Background: an optimization exercise with open tools, aiming at a short achievable clock period and few clock cycles per item. Do not read the settings as production practice. Where RTL was checked, it was by simulation tests only, not by an equivalence proof against the original.

==> run a <==
==> flow/design.v (excerpt) <==
module murmur2_hash_bucket_select (
  input  logic        clk,
  input  logic        rst_n,
  input  logic        in_valid,
  output logic        in_stall,
  input  logic [31:0] in_data_word,
  input  logic [2:0]  in_valid_bytes,
  input  logic        in_last_word,
  input  logic [7:0]  in_key_length,
  output logic        out_valid,
  input  logic        out_stall,
  output logic [3:0]  out_bucket,
  output logic [31:0] out_hash_value,
  input  logic        cfg_valid,
  output logic        cfg_ready,
  input  logic        cfg_index,
  input  logic [31:0] cfg_data
);
export LEC_CHECK = 0
export CAP_MARGIN = 20
export CORE_MARGIN = 2
export CORE_UTILIZATION = 40
export SETUP_SLACK_MARGIN = 5
export SLEW_MARGIN = 20
create_clock -name core_clock -period 9.0 [get_ports {clk}]
run.sh (not shown) runs the stock make flow with config.mk's settings and CLKGATE_MAP_FILE= SYNTH_SCRIPT=/design/flow/synth_recipe.tcl, a recipe that flattens the netlist after the stock synthesis.
==> run b (differences from run a) <==
--- a/flow/design.v
+++ b/flow/design.v
@@ -49,12 +49,12 @@
   input  logic [31:0] cfg_data
 );
   localparam int W  = mhbs_pkg::HASH_W;
   localparam int NS = mhbs_pkg::MOD_STAGES;
   localparam int MB = mhbs_pkg::MOD_BITS;
-  localparam int QD   = 32;           
-  localparam int QA   = 5;
+  localparam int QD   = 48;           
+  localparam int QA   = 6;
   localparam int RD   = 32;           
   localparam int RA   = 5;
   localparam int SQ_W = RA + 1;       
   localparam int RW   = 115;          
   localparam int QE_W = 32 + 3 + 1 + 1 + 8 + RA;
@@ -126,12 +126,12 @@
       if (!rst_n) begin
         q_wp[l]  <= '0;
         q_rp[l]  <= '0;
         q_cnt[l] <= '0;
       end else begin
-        if (q_push[l]) q_wp[l] <= q_wp[l] + 1'b1;
-        if (q_pop[l])  q_rp[l] <= q_rp[l] + 1'b1;
+        if (q_push[l]) q_wp[l] <= (q_wp[l] == QA'(QD - 1)) ? '0 : q_wp[l] + 1'b1;
+        if (q_pop[l])  q_rp[l] <= (q_rp[l] == QA'(QD - 1)) ? '0 : q_rp[l] + 1'b1;
         q_cnt[l] <= q_cnt[l] + (q_push[l] ? 1'b1 : 1'b0) - (q_pop[l] ? 1'b1 : 1'b0);
       end
     end
   end
   always_ff @(posedge clk) begin
@@ -391,33 +391,40 @@
       rq[s+1] <= rq[s];
     end
   end
   logic [W+mhbs_pkg::IDX_W-1:0] rob_mem [RD];
   logic [RD-1:0]                rob_v;
+  logic                         pf_v;
+  logic [W+mhbs_pkg::IDX_W-1:0] pf_d;
   logic                         out_valid_r;
   logic [mhbs_pkg::IDX_W-1:0]   out_idx_r;
   logic [W-1:0]                 out_hash_r;
-  logic                         load, take;
-  assign load = !out_valid_r || !out_stall;
-  assign take = load && rob_v[head_r[RA-1:0]];
+  logic                         load, pf_free, head_v, take;
+  assign load    = !out_valid_r || !out_stall;
+  assign pf_free = !pf_v || load;
+  assign head_v  = rob_v[head_r[RA-1:0]];
+  assign take    = pf_free && head_v;
   always_ff @(posedge clk) begin
     if (!rst_n) begin
       rob_v       <= '0;
       head_r      <= '0;
+      pf_v        <= 1'b0;
       out_valid_r <= 1'b0;
     end else begin
       for (int i = 0; i < RD; i++) begin
         if (rv[NS] && (rq[NS] == RA'(i)))             rob_v[i] <= 1'b1;
         else if (take && (head_r[RA-1:0] == RA'(i)))  rob_v[i] <= 1'b0;
       end
-      if (take) head_r <= head_r + 1'b1;
-      if (load) out_valid_r <= rob_v[head_r[RA-1:0]];
+      if (take)    head_r <= head_r + 1'b1;
+      if (pf_free) pf_v <= head_v;
+      if (load)    out_valid_r <= pf_v;
     end
   end
   always_ff @(posedge clk) begin
-    if (rv[NS]) rob_mem[rq[NS]] <= {rr[NS], rh[NS]};
-    if (take)   {out_idx_r, out_hash_r} <= rob_mem[head_r[RA-1:0]];
+    if (rv[NS])  rob_mem[rq[NS]] <= {rr[NS], rh[NS]};
+    if (pf_free) pf_d <= rob_mem[head_r[RA-1:0]];
+    if (load)    {out_idx_r, out_hash_r} <= pf_d;
   end
   assign out_valid      = out_valid_r;
   assign out_bucket     = out_idx_r;
   assign out_hash_value = out_hash_r;
 endmodule
==> flow/flow/run.sh (new file) <==
#!/bin/bash
set -euo pipefail
bash standard.sh SETUP_SLACK_MARGIN=5.7 finish > standard_make.log 2>&1
==> flow/standard.sh (new file) <==
#!/bin/bash
# synth_recipe.tcl (not shown) runs the flow's synth.tcl, then flattens the netlist and writes it again
# the make line also repeats each setting of config.mk as NAME=value (left out here)
make -C /OpenROAD-flow-scripts/flow DESIGN_CONFIG=/design/flow/config.mk WORK_HOME=/design/flow/orfs CLKGATE_MAP_FILE= SYNTH_SCRIPT=/design/flow/synth_recipe.tcl "${@:-finish}"
CORE_UTILIZATION = 55   (was 40)
removed: flow/run.sh
==> run c (differences from run a) <==
--- a/flow/design.v
+++ b/flow/design.v
@@ -391,33 +391,40 @@
       rq[s+1] <= rq[s];
     end
   end
   logic [W+mhbs_pkg::IDX_W-1:0] rob_mem [RD];
   logic [RD-1:0]                rob_v;
+  logic                         pf_v;
+  logic [W+mhbs_pkg::IDX_W-1:0] pf_d;
   logic                         out_valid_r;
   logic [mhbs_pkg::IDX_W-1:0]   out_idx_r;
   logic [W-1:0]                 out_hash_r;
-  logic                         load, take;
-  assign load = !out_valid_r || !out_stall;
-  assign take = load && rob_v[head_r[RA-1:0]];
+  logic                         load, pf_free, head_v, take;
+  assign load    = !out_valid_r || !out_stall;
+  assign pf_free = !pf_v || load;
+  assign head_v  = rob_v[head_r[RA-1:0]];
+  assign take    = pf_free && head_v;
   always_ff @(posedge clk) begin
     if (!rst_n) begin
       rob_v       <= '0;
       head_r      <= '0;
+      pf_v        <= 1'b0;
       out_valid_r <= 1'b0;
     end else begin
       for (int i = 0; i < RD; i++) begin
         if (rv[NS] && (rq[NS] == RA'(i)))             rob_v[i] <= 1'b1;
         else if (take && (head_r[RA-1:0] == RA'(i)))  rob_v[i] <= 1'b0;
       end
-      if (take) head_r <= head_r + 1'b1;
-      if (load) out_valid_r <= rob_v[head_r[RA-1:0]];
+      if (take)    head_r <= head_r + 1'b1;
+      if (pf_free) pf_v <= head_v;
+      if (load)    out_valid_r <= pf_v;
     end
   end
   always_ff @(posedge clk) begin
-    if (rv[NS]) rob_mem[rq[NS]] <= {rr[NS], rh[NS]};
-    if (take)   {out_idx_r, out_hash_r} <= rob_mem[head_r[RA-1:0]];
+    if (rv[NS])  rob_mem[rq[NS]] <= {rr[NS], rh[NS]};
+    if (pf_free) pf_d <= rob_mem[head_r[RA-1:0]];
+    if (load)    {out_idx_r, out_hash_r} <= pf_d;
   end
   assign out_valid      = out_valid_r;
   assign out_bucket     = out_idx_r;
   assign out_hash_value = out_hash_r;
 endmodule
==> flow/flow/run.sh (new file) <==
#!/bin/bash
set -euo pipefail
bash standard.sh SETUP_SLACK_MARGIN=5.7 finish > standard_make.log 2>&1
==> flow/standard.sh (new file) <==
#!/bin/bash
# synth_recipe.tcl (not shown) runs the flow's synth.tcl, then flattens the netlist and writes it again
# the make line also repeats each setting of config.mk as NAME=value (left out here)
make -C /OpenROAD-flow-scripts/flow DESIGN_CONFIG=/design/flow/config.mk WORK_HOME=/design/flow/orfs CLKGATE_MAP_FILE= SYNTH_SCRIPT=/design/flow/synth_recipe.tcl "${@:-finish}"
CORE_UTILIZATION = 55   (was 40)
removed: flow/run.sh
==> impl_results.md <==
* WS Path Type: reg2out
* DIE AREA at 0.636 mm2
* Total core area at 0.628 mm2
* Most frequent cells in the layout: edfxtp_1 (4393), dfxtp_1 (1700), mux4_2 (1370)
* M1 GR Usage at 29.8%
* Tapcell Cnt at 8350
* Outcome: no timing/DRC/antenna violations
* Die Y at 797 um
* Syn nets at 15700
* Synth top area share at 52.4%
* Drt first pass iters at 6
* Met2 Routed Length at 314 mm
(the above is from run a)
==> impl_results.md <==
* Netlist Area Pre-Place at 0.314 mm2
* Number of global-route vias before repair at 160000
* M1 GR Usage at 43.8%
* Die Y at 760 um
* Tapcell Cnt at 7533
* EDFF count, synth at 6029
* Post-DP Area at 0.327 mm2
* Drt first pass iters at 6
* Synth top area share at 57.6%
* Synth area leader: edfxtp_1
* Most frequent cells in the layout: edfxtp_1 (6029), mux4_2 (1867), dfxtp_1 (1650)
* Syn nets at 18300
* Outcome: no timing/DRC/antenna violations
* Setup TNS at 0 ns
* DIE AREA at 0.577 mm2
* Met2 Routed Length at 425 mm
* Total core area at 0.569 mm2
(the above is from run b)
==> impl_results.md <==
* Total core area at 0.459 mm2
* Final setup margin at 5.29 ns
* Syn nets at 15700
* Outcome: no timing/DRC/antenna violations
* Drt first pass iters at 9
* Main combinational cell family by area after synthesis: multiplexers
* Synth top area share at 52.6%
* Tapcell Cnt at 6149
* M1 GR Usage at 41.6%
* WS Path Type: reg2reg
* Most frequent cells in the layout: edfxtp_1 (4429), dfxtp_1 (1640), mux4_2 (1370)
* DIE AREA at 0.466 mm2
* Met2 Routed Length at 343 mm
(the above is from run c)
No run of this note included a check of the RTL's function; only the layout flow was run.

* * *

==> branch juniper: inputs <==
==> flow/design.v <==
package mhbs_pkg;
  localparam int unsigned HASH_W        = 32;
  localparam int unsigned CNT_W         = 5;
  localparam int unsigned IDX_W         = 4;
  localparam int unsigned KLEN_W        = 8;
  localparam logic [HASH_W-1:0] MIX_MUL    = 32'h5bd1_e995;
  localparam int unsigned       MIX_SHIFT  = 24;
  localparam int unsigned       FIN_SHIFT1 = 13;
  localparam int unsigned       FIN_SHIFT2 = 15;
  localparam logic [HASH_W-1:0] RESET_SEED    = 32'h1234_abcd;
  localparam logic [CNT_W-1:0]  RESET_SERVERS = 5'd2;
  localparam logic [CNT_W-1:0]  MAX_SERVERS   = 5'd16;
  localparam logic CFG_IDX_SEED    = 1'b0;
  localparam logic CFG_IDX_SERVERS = 1'b1;
  localparam int unsigned MOD_BITS   = 4;
  localparam int unsigned MOD_STAGES = HASH_W / MOD_BITS;
  function automatic logic [HASH_W-1:0] mul_m(logic [HASH_W-1:0] x);
    mul_m = x + (x << 2) + (x << 4) - (x << 7) + (x << 9) + (x << 11)
          - (x << 13) + (x << 17) + (x << 20) - (x << 22) - (x << 26)
          - (x << 29) + (x << 31);
  endfunction
  function automatic logic [IDX_W-1:0] mod_step(logic [IDX_W-1:0] rem,
                                                 logic bit_in,
                                                 logic [CNT_W-1:0] div);
    logic [CNT_W-1:0] t;
    t = {rem, bit_in};
    if (t >= div) begin
      t = t - div;
    end
    mod_step = t[IDX_W-1:0];
  endfunction
endpackage
module murmur2_hash_bucket_select (
  input  logic        clk,
  input  logic        rst_n,
  input  logic        in_valid,
  output logic        in_stall,
  input  logic [31:0] in_data_word,
  input  logic [2:0]  in_valid_bytes,
  input  logic        in_last_word,
  input  logic [7:0]  in_key_length,
  output logic        out_valid,
  input  logic        out_stall,
  output logic [3:0]  out_bucket,
  output logic [31:0] out_hash_value,
  input  logic        cfg_valid,
  output logic        cfg_ready,
  input  logic        cfg_index,
  input  logic [31:0] cfg_data
);
  localparam int W  = mhbs_pkg::HASH_W;
  localparam int NS = mhbs_pkg::MOD_STAGES;
  localparam int MB = mhbs_pkg::MOD_BITS;
  localparam int FD      = 32;
  localparam int FA_W    = 5;
  localparam int INFLIGHT = 6 + NS + 2;
  logic [W-1:0]                 seed_r;
  logic [mhbs_pkg::CNT_W-1:0]   servers_r;
  logic [mhbs_pkg::CNT_W-1:0]   div_r;
  always_ff @(posedge clk) begin
    if (!rst_n) begin
      seed_r    <= mhbs_pkg::RESET_SEED;
      servers_r <= mhbs_pkg::RESET_SERVERS;
    end else if (cfg_valid) begin
      if (cfg_index == mhbs_pkg::CFG_IDX_SEED) seed_r <= cfg_data;
      else                                     servers_r <= cfg_data[mhbs_pkg::CNT_W-1:0];
    end
  end
  always_ff @(posedge clk) begin
    if (servers_r == '0)                        div_r <= mhbs_pkg::CNT_W'(1);
    else if (servers_r > mhbs_pkg::MAX_SERVERS) div_r <= mhbs_pkg::MAX_SERVERS;
    else                                        div_r <= servers_r;
  end
  assign cfg_ready = 1'b1;
  logic        in_stall_r;
  logic        in_key_r;
  logic        in_acc;
  assign in_stall = in_stall_r;
  assign in_acc   = in_valid && !in_stall_r;
  logic         v0;
  logic [W-1:0] w0;
  logic [2:0]   nb0;
  logic         last0, first0;
  logic [W-1:0] init0;
  always_ff @(posedge clk) begin
    if (!rst_n) begin
      v0       <= 1'b0;
      in_key_r <= 1'b0;
    end else begin
      v0 <= in_acc;
      if (in_acc) in_key_r <= !in_last_word;
    end
  end
  always_ff @(posedge clk) begin
    w0     <= in_data_word;
    nb0    <= in_valid_bytes;
    last0  <= in_last_word;
    first0 <= !in_key_r;
    init0  <= seed_r ^ W'(in_key_length);
  end
  logic         v1, blk1, tl1, last1, first1;
  logic [W-1:0] k1, x1, init1;
  logic [W-1:0] tmask0;
  always_comb begin
    unique case (nb0[1:0])
      2'd1:    tmask0 = 32'h0000_00ff;
      2'd2:    tmask0 = 32'h0000_ffff;
      default: tmask0 = 32'h00ff_ffff;
    endcase
  end
  always_ff @(posedge clk) begin
    if (!rst_n) v1 <= 1'b0;
    else        v1 <= v0;
  end
  always_ff @(posedge clk) begin
    k1     <= mhbs_pkg::mul_m(w0);
    blk1   <= nb0[2];
    tl1    <= !nb0[2] && (nb0[1:0] != 2'd0);
    x1     <= (!nb0[2] && (nb0[1:0] != 2'd0)) ? (w0 & tmask0) : '0;
    last1  <= last0;
    first1 <= first0;
    init1  <= init0;
  end
  logic         v2, blk2, tl2, last2, first2;
  logic [W-1:0] k2, x2, init2;
  always_ff @(posedge clk) begin
    if (!rst_n) v2 <= 1'b0;
    else        v2 <= v1;
  end
  always_ff @(posedge clk) begin
    k2     <= mhbs_pkg::mul_m(k1 ^ (k1 >> mhbs_pkg::MIX_SHIFT));
    blk2   <= blk1;
    tl2    <= tl1;
    x2     <= x1;
    last2  <= last1;
    first2 <= first1;
    init2  <= init1;
  end
  logic         v3, mix3, last3, first3;
  logic [W-1:0] x3, y3, r3;
  always_ff @(posedge clk) begin
    if (!rst_n) v3 <= 1'b0;
    else        v3 <= v2;
  end
  always_ff @(posedge clk) begin
    mix3   <= blk2 || tl2;
    x3     <= x2;
    y3     <= blk2 ? k2 : '0;
    last3  <= last2;
    first3 <= first2;
    if (blk2 || tl2) r3 <= mhbs_pkg::mul_m(init2 ^ x2) ^ (blk2 ? k2 : '0);
    else             r3 <= init2;
  end
  logic [W-1:0] h_r, h_new;
  always_comb begin
    if (first3)    h_new = r3;
    else if (mix3) h_new = mhbs_pkg::mul_m(h_r ^ x3) ^ y3;
    else           h_new = h_r;
  end
  always_ff @(posedge clk) begin
    if (v3) h_r <= h_new;
  end
  logic         fv1, fv2;
  logic [W-1:0] fh0, fb1, fz2;
  logic         fv0;
  always_ff @(posedge clk) begin
    if (!rst_n) begin
      fv0 <= 1'b0;
      fv1 <= 1'b0;
      fv2 <= 1'b0;
    end else begin
      fv0 <= v3 && last3;
      fv1 <= fv0;
      fv2 <= fv1;
    end
  end
  always_ff @(posedge clk) begin
    fh0 <= h_new;
    fb1 <= mhbs_pkg::mul_m(fh0 ^ (fh0 >> mhbs_pkg::FIN_SHIFT1));
    fz2 <= fb1 ^ (fb1 >> mhbs_pkg::FIN_SHIFT2);
  end
  logic                       rv  [NS+1];
  logic [W-1:0]               rh  [NS+1];
  logic [mhbs_pkg::IDX_W-1:0] rr  [NS+1];
  assign rv[0] = fv2;
  assign rh[0] = fz2;
  assign rr[0] = '0;
  for (genvar s = 0; s < NS; s++) begin : g_mod
    logic [mhbs_pkg::IDX_W-1:0] chain;
    always_comb begin
      chain = rr[s];
      for (int i = 0; i < MB; i++) begin
        chain = mhbs_pkg::mod_step(chain, rh[s][W-1-s*MB-i], div_r);
      end
    end
    always_ff @(posedge clk) begin
      if (!rst_n) rv[s+1] <= 1'b0;
      else        rv[s+1] <= rv[s];
    end
    always_ff @(posedge clk) begin
      rh[s+1] <= rh[s];
      rr[s+1] <= chain;
    end
  end
  logic                       res_v;
  logic [W+mhbs_pkg::IDX_W-1:0] res_d;
  assign res_v = rv[NS];
  assign res_d = {rr[NS], rh[NS]};
  logic [W+mhbs_pkg::IDX_W-1:0] fifo_mem [FD];
  logic [FA_W-1:0]              wr_ptr, rd_ptr;
  logic [FA_W:0]                f_cnt, f_cnt_nxt;
  logic                         out_valid_r;
  logic [mhbs_pkg::IDX_W-1:0]   out_idx_r;
  logic [W-1:0]                 out_hash_r;
  logic                         load, from_fifo, push, pop_f;
  assign load      = !out_valid_r || !out_stall;
  assign from_fifo = (f_cnt != '0);
  assign pop_f     = load && from_fifo;
  assign push      = res_v && !(load && !from_fifo);
  assign f_cnt_nxt = f_cnt + (push ? 1'b1 : 1'b0) - (pop_f ? 1'b1 : 1'b0);
  always_ff @(posedge clk) begin
    if (!rst_n) begin
      out_valid_r <= 1'b0;
      wr_ptr      <= '0;
      rd_ptr      <= '0;
      f_cnt       <= '0;
      in_stall_r  <= 1'b0;
    end else begin
      if (load) out_valid_r <= from_fifo || res_v;
      if (push)  wr_ptr <= wr_ptr + 1'b1;
      if (pop_f) rd_ptr <= rd_ptr + 1'b1;
      f_cnt      <= f_cnt_nxt;
      in_stall_r <= (f_cnt_nxt >= (FA_W+1)'(FD - INFLIGHT - 2));
    end
  end
  always_ff @(posedge clk) begin
    if (push) fifo_mem[wr_ptr] <= res_d;
    if (load) begin
      if (from_fifo) {out_idx_r, out_hash_r} <= fifo_mem[rd_ptr];
      else           {out_idx_r, out_hash_r} <= res_d;
    end
  end
  assign out_valid      = out_valid_r;
  assign out_bucket     = out_idx_r;
  assign out_hash_value = out_hash_r;
endmodule
==> flow/run.sh <==
#!/bin/bash
# synth_recipe.tcl (not shown) runs the flow's synth.tcl, then flattens the netlist and writes it again
# the make line also repeats each setting of config.mk as NAME=value (left out here)
make -C /OpenROAD-flow-scripts/flow DESIGN_CONFIG=/design/flow/config.mk WORK_HOME=/design/flow/orfs CLKGATE_MAP_FILE= SYNTH_SCRIPT=/design/flow/synth_recipe.tcl finish
==> flow/config.mk <==
export PLATFORM = sky130hd
export DESIGN_NAME = murmur2_hash_bucket_select
export DESIGN_NICKNAME = murmur2_hash_bucket_select
export VERILOG_FILES = /design/flow/design.v
export SDC_FILE = /design/flow/constraint.sdc
export NUM_CORES = 4
export LEC_CHECK = 0
export CAP_MARGIN = 20
export CORE_MARGIN = 2
export CORE_UTILIZATION = 40
export SLEW_MARGIN = 20
==> flow/constraint.sdc <==
create_clock -name core_clock -period 9.0 [get_ports {clk}]
set_input_delay 1.8000 -clock core_clock [delete_from_list [all_inputs] [get_ports {clk}]]
set_output_delay 1.8000 -clock core_clock [all_outputs]
set_load 0.01 [all_outputs]
==> inputs of branch onyx, as changes to branch juniper <==
--- a/flow/design.v
+++ b/flow/design.v
@@ -53,7 +53,7 @@
   localparam int MB = mhbs_pkg::MOD_BITS;
   localparam int FD      = 32;
   localparam int FA_W    = 5;
-  localparam int INFLIGHT = 6 + NS + 2;
+  localparam int INFLIGHT = 7 + NS + 3;
   logic [W-1:0]                 seed_r;
   logic [mhbs_pkg::CNT_W-1:0]   servers_r;
   logic [mhbs_pkg::CNT_W-1:0]   div_r;
@@ -179,6 +179,10 @@
     fb1 <= mhbs_pkg::mul_m(fh0 ^ (fh0 >> mhbs_pkg::FIN_SHIFT1));
     fz2 <= fb1 ^ (fb1 >> mhbs_pkg::FIN_SHIFT2);
   end
+  logic [7:0] dmul_r [1:15];
+  always_ff @(posedge clk) begin
+    for (int q = 1; q < 16; q++) dmul_r[q] <= 8'(q) * 8'(div_r);
+  end
   logic                       rv  [NS+1];
   logic [W-1:0]               rh  [NS+1];
   logic [mhbs_pkg::IDX_W-1:0] rr  [NS+1];
@@ -186,11 +190,16 @@
   assign rh[0] = fz2;
   assign rr[0] = '0;
   for (genvar s = 0; s < NS; s++) begin : g_mod
-    logic [mhbs_pkg::IDX_W-1:0] chain;
+    logic [7:0]  t;
+    logic [15:0] ge;
+    logic [3:0]  nrem;
     always_comb begin
-      chain = rr[s];
-      for (int i = 0; i < MB; i++) begin
-        chain = mhbs_pkg::mod_step(chain, rh[s][W-1-s*MB-i], div_r);
+      t = {rr[s], rh[s][W-1-s*MB -: MB]};
+      ge[0] = 1'b1;
+      for (int q = 1; q < 16; q++) ge[q] = (t >= dmul_r[q]);
+      nrem = ge[1] ? '0 : t[3:0];
+      for (int q = 1; q < 16; q++) begin
+        if (ge[q] && (q == 15 || !ge[(q+1) % 16])) nrem = nrem | (t[3:0] - dmul_r[q][3:0]);
       end
     end
     always_ff @(posedge clk) begin
@@ -199,7 +208,7 @@
     end
     always_ff @(posedge clk) begin
       rh[s+1] <= rh[s];
-      rr[s+1] <= chain;
+      rr[s+1] <= nrem;
     end
   end
   logic                       res_v;
@@ -230,7 +239,7 @@
       if (push)  wr_ptr <= wr_ptr + 1'b1;
       if (pop_f) rd_ptr <= rd_ptr + 1'b1;
       f_cnt      <= f_cnt_nxt;
-      in_stall_r <= (f_cnt_nxt >= (FA_W+1)'(FD - INFLIGHT - 2));
+      in_stall_r <= (f_cnt >= (FA_W+1)'(FD - INFLIGHT));
     end
   end
   always_ff @(posedge clk) begin
--- a/flow/config.mk
+++ b/flow/config.mk
@@ -8,4 +8,5 @@
 export CAP_MARGIN = 20
 export CORE_MARGIN = 2
 export CORE_UTILIZATION = 40
+export SETUP_SLACK_MARGIN = 5
 export SLEW_MARGIN = 20
==> summary of the runs <==
- Of branch onyx and branch juniper, branch onyx has the higher maximum frequency (gap 38%, measured against branch juniper).
- In branch juniper the hold slack is better than in branch onyx, by 0.059 ns.
- In branch onyx the clock-buffer cell count is higher than in branch juniper, by 34.
Testbench counts of branch juniper, summed over its fixed seeds: cycles 19,860, keys 3,000.
For branch onyx, only the layout was checked, not whether the RTL still works.

-- re-timing with driven ports --
In the flow no input, the clock included, has a driving cell. The finished layouts below were timed again as built, in two steps. Step 1: set_driving_cell puts a clkbuf_16 on clk and a buf_2 on each other input, an assumption about the parent block. Step 2 also shifts input and output timing later by t, the mid clock arrival at the registers, as if the neighbouring blocks saw the same clock. a / b / c = ideal / step 1 / step 2; a / b = the first two.
run	t (ns)	setup slack, ns	hold WS [ns]	worst register clock-pin slew, ns	worst slew at a driven data input, ns
run a	1.196	5.080 / 4.953 / 4.852	0.290 / 0.290 / 0.290	0.07 / 0.07	0.29
run b	1.201	5.091 / 5.091 / 4.724	0.284 / 0.284 / 0.284	0.07 / 0.07	0.29
run c	1.167	5.289 / 5.289 / 4.719	0.308 / 0.308 / 0.308	0.07 / 0.07	0.29
branch juniper	0.956	1.206 / 1.206 / 1.206	0.288 / 0.288 / 0.288	0.07 / 0.07	0.05
branch onyx	0.974	3.338 / 3.338 / 3.338	0.229 / 0.229 / 0.229	0.08 / 0.08	0.24
After both steps every run listed still meets setup and hold. The setup slack of run c, which loses most, moves by 0.000 ns with the drivers and by -0.570 ns with both steps.
